What follows belongs to an exercise in optimizing a design on an open flow for small area, a short achievable clock period and few clock cycles per item; a production flow would make more cautious choices. In this exercise RTL edits were held to simulation tests only and were not proved equivalent to the original.

== v56 ==
==> flow/design.v (excerpt) <==
module running_standard_deviation_top (
  input  logic        clk,
  input  logic        rst_n,
  input  logic        in_valid,
  output logic        in_ready,
  input  logic [15:0] in_sample,
  output logic        out_valid,
  input  logic        out_ready,
  output logic signed [23:0] out_mean_q8,
  output logic [23:0] out_std_q8,
  output logic [16:0] out_sample_count,
  output logic        out_saturated
);
  logic adv;
  assign in_ready = adv;
  logic        v0;
  logic [15:0] x0;
  always_ff @(posedge clk) begin
    if (!rst_n) v0 <= 1'b0;
    else if (adv) v0 <= in_valid;
    if (adv) x0 <= in_sample;
  end
  logic        v1, a1;
  logic [15:0] x1;
  logic [16:0] n_r;
  logic signed [32:0] s_r;
  logic        can0;
  assign can0 = !n_r[16];
  always_ff @(posedge clk) begin
    if (!rst_n) begin
      v1  <= 1'b0;
      n_r <= '0;
      s_r <= '0;
    end else if (adv) begin
      v1 <= v0;
      if (v0 && can0) begin
        n_r <= n_r + 17'd1;
        s_r <= s_r + {{17{x0[15]}}, x0};
      end
    end
    if (adv) begin
      x1 <= x0;
      a1 <= v0 && can0;
    end
  end
  logic        v2, a2;
  logic [15:0] x2;
  logic signed [32:0] s2;
  logic signed [25:0] ea2, ea1;
  logic signed [25:0] eb2, eb1;
  logic [15:0] sll2, sll1;
  logic signed [16:0] slh2, slh1;
  logic [15:0] shh2, shh1;
  logic signed [17:0] ns1;
  logic signed [8:0]  xl1;
  logic signed [7:0]  xh1;
  assign ns1 = {1'b0, n_r};
  assign xl1 = {1'b0, x1[7:0]};
  assign xh1 = x1[15:8];
  assign ea1 = ns1 * xl1;
  assign eb1 = ns1 * xh1;
  assign sll1 = x1[7:0] * x1[7:0];
  assign slh1 = xl1 * xh1;
  ...
Size in the first run: roughly 2,800 flip-flops, about 88 I/O pins, ~220,000 sq um of cells after synthesis.
make LEC_CHECK=0 CAP_MARGIN=10 CORE_MARGIN=2 CORE_UTILIZATION=55 CTS_BUF_LIST=sky130_fd_sc_hd__clkbuf_8 PLACE_DENSITY=0.68 SETUP_SLACK_MARGIN=5 SLEW_MARGIN=10 TNS_END_PERCENT=0 finish   # period 11.0 ns
run.sh (not shown) runs the stock make flow with config.mk's settings and CLKGATE_MAP_FILE= SYNTH_SCRIPT=/design/flow/synth_recipe.tcl, a recipe that flattens the netlist after the stock synthesis.
Both conditions hold for v56: the flow ran to the end and the final layout passed the timing, DRC and antenna checks.
Testbench counts of v56, summed over its fixed seeds: cycles 2,248, items 2,048.
### v56 -> v45
--- a/flow/config.mk
+++ b/flow/config.mk
@@ -7,9 +7,8 @@
 export LEC_CHECK = 0
-export CAP_MARGIN = 10
+export CAP_MARGIN = 20
 export CORE_MARGIN = 2
-export CORE_UTILIZATION = 55
+export CORE_UTILIZATION = 45
 export CTS_BUF_LIST = sky130_fd_sc_hd__clkbuf_8
-export PLACE_DENSITY = 0.68
 export SETUP_SLACK_MARGIN = 5
-export SLEW_MARGIN = 10
-export TNS_END_PERCENT = 0
+export SLEW_MARGIN = 20
+export TNS_END_PERCENT = 2
Against v56, v45 comes in 1.3% higher on amount of wire on met2 after detailed routing. Summary — final RePlAce weighted congestion, v45 relative to v56: lower, by 2.7%. Re proportion of register bits with asynchronous set or reset after synthesis: no difference whatsoever between v45 and v56. A uppermost layer routed of met5 is what v56 shows, while met4 belongs to v45. Looking at end point of the critical path, the pb4[40] result is from v45; the b15_rem[18] one comes from v56. Against v56, v45 reports a sequential share of layout area that is lower. Compared with v56, the detailed router inserted fewer vias in v45.
## Diff of input files: v1 against v45
--- a/flow/config.mk
+++ b/flow/config.mk
@@ -13,2 +13,2 @@
 export SLEW_MARGIN = 20
-export TNS_END_PERCENT = 2
+export TNS_END_PERCENT = 5
Results
Summary of v1 over v45: maximum frequency now sits at about the same level. Compared with v45, v1 instantiates a larger number of cells.
What v31 does differently from v1 at the input level:
--- a/flow/config.mk
+++ b/flow/config.mk
@@ -7,2 +7,3 @@
 export LEC_CHECK = 0
+export ABC_AREA = 1
 export CAP_MARGIN = 20
==> comparison <==
For the final clock skew, v31 came in 0.026 ns lower than v1 did.
v31 vs v1: area of the multi-input gates up slightly
Going from v1 to v31, number of filler cells placed in the layout grows by 5,295.
Relative to v1, v31 improves peak clock frequency supported by timing.
v31 against v1; number of buffers other than clock buffers in the final layout is down by more than half.

========
== run A ==
running_standard_deviation_top, a different RTL version from the one above (not shown whole).
Size in the first run: roughly 2800 flip-flops, ~88 I/O pins.
clock: 11.0 ns
lec_check: 0
cap_margin: 20
core_margin: 2
core_utilization: 40
slew_margin: 20
Testbench counts of run A, summed over its fixed seeds: cycles 2,256, items 2,048.
Setup changes, run A to run B
Settings: swapping 40 for 60 in CORE_UTILIZATION; putting PLACE_DENSITY at 0.72 where nothing was set; putting CTS_BUF_LIST at sky130_fd_sc_hd__clkbuf_8 where nothing was set; putting SETUP_SLACK_MARGIN at 5 where nothing was set; putting TNS_END_PERCENT at 10 where nothing was set.
Between run A and run B, final area is lower for run A, run B comes in above that.
In the reports for run A and run B, the smaller post-route fraction of the period consumed by the critical path belongs to run B.
Multi-input logic area, run A and run B: larger value in run B
Run B vs run A — global-route wire length before repair climbed by a few percent
A uppermost layer routed of met5 is what run B shows, while met4 belongs to run A.
[inputs] run C vs run B
Settings: a change of CORE_UTILIZATION from 60 to 40; a deleted CTS_BUF_LIST that had been sky130_fd_sc_hd__clkbuf_8; a deleted TNS_END_PERCENT that had been 10; a deleted PLACE_DENSITY that had been 0.72.
### Flow results
Post-route fraction of the period consumed by the critical path, run B and run C: larger value in run C. [compare] base=run B new=run C: first-pass GRT wire length now sits higher; number of standard cells in the layout, taps in and fillers out saw an increase. Of run B and run C, the run reporting the lower footprint of the multi-input gates was run B. The higher wire length of run B and run C is in run C. Diff run B and run C: worst setup slack higher in run B. Per the comparison of run C with run B, HPWL after detailed placement now larger, design area now larger.

==> separate check: timing with driven ports <==
No port has a modelled driver above. Below, the same layouts with a new extraction and two added sets of constraints.
Step 1: set_driving_cell puts a clkbuf_16 on clk and a buf_2 on each other input, an assumption about the parent block.
Step 2, shift: input delay + t, output delay - t, t = (earliest + latest rising clock arrival at the registers) / 2. This alone moves slack from input paths to output paths.
Slacks: ideal ports / drivers / drivers and shift; pairs: ideal ports / drivers.
run | t (ns) | slack for setup (ns) | latest minus earliest clock arrival (ns)
v56 | 1.277 | 4.389 / 4.389 / 3.925 | 0.160 / 0.160
v45 | 1.312 | 4.541 / 4.541 / 3.964 | 0.134 / 0.135
v1 | 1.309 | 4.543 / 4.543 / 3.957 | 0.135 / 0.134
v31 | 1.344 | 4.813 / 4.790 / 4.666 | 0.119 / 0.119
run A | 1.062 | 2.164 / 2.164 / 2.164 | 0.061 / 0.061
run B | 1.258 | 4.140 / 4.140 / 4.140 | 0.164 / 0.165
run C | 1.090 | 4.044 / 4.044 / 4.044 | 0.065 / 0.064
After both steps setup and hold are still met in every run listed. The setup slack of v1, which loses most, moves by 0.000 ns with the drivers and by -0.586 ns with both steps.
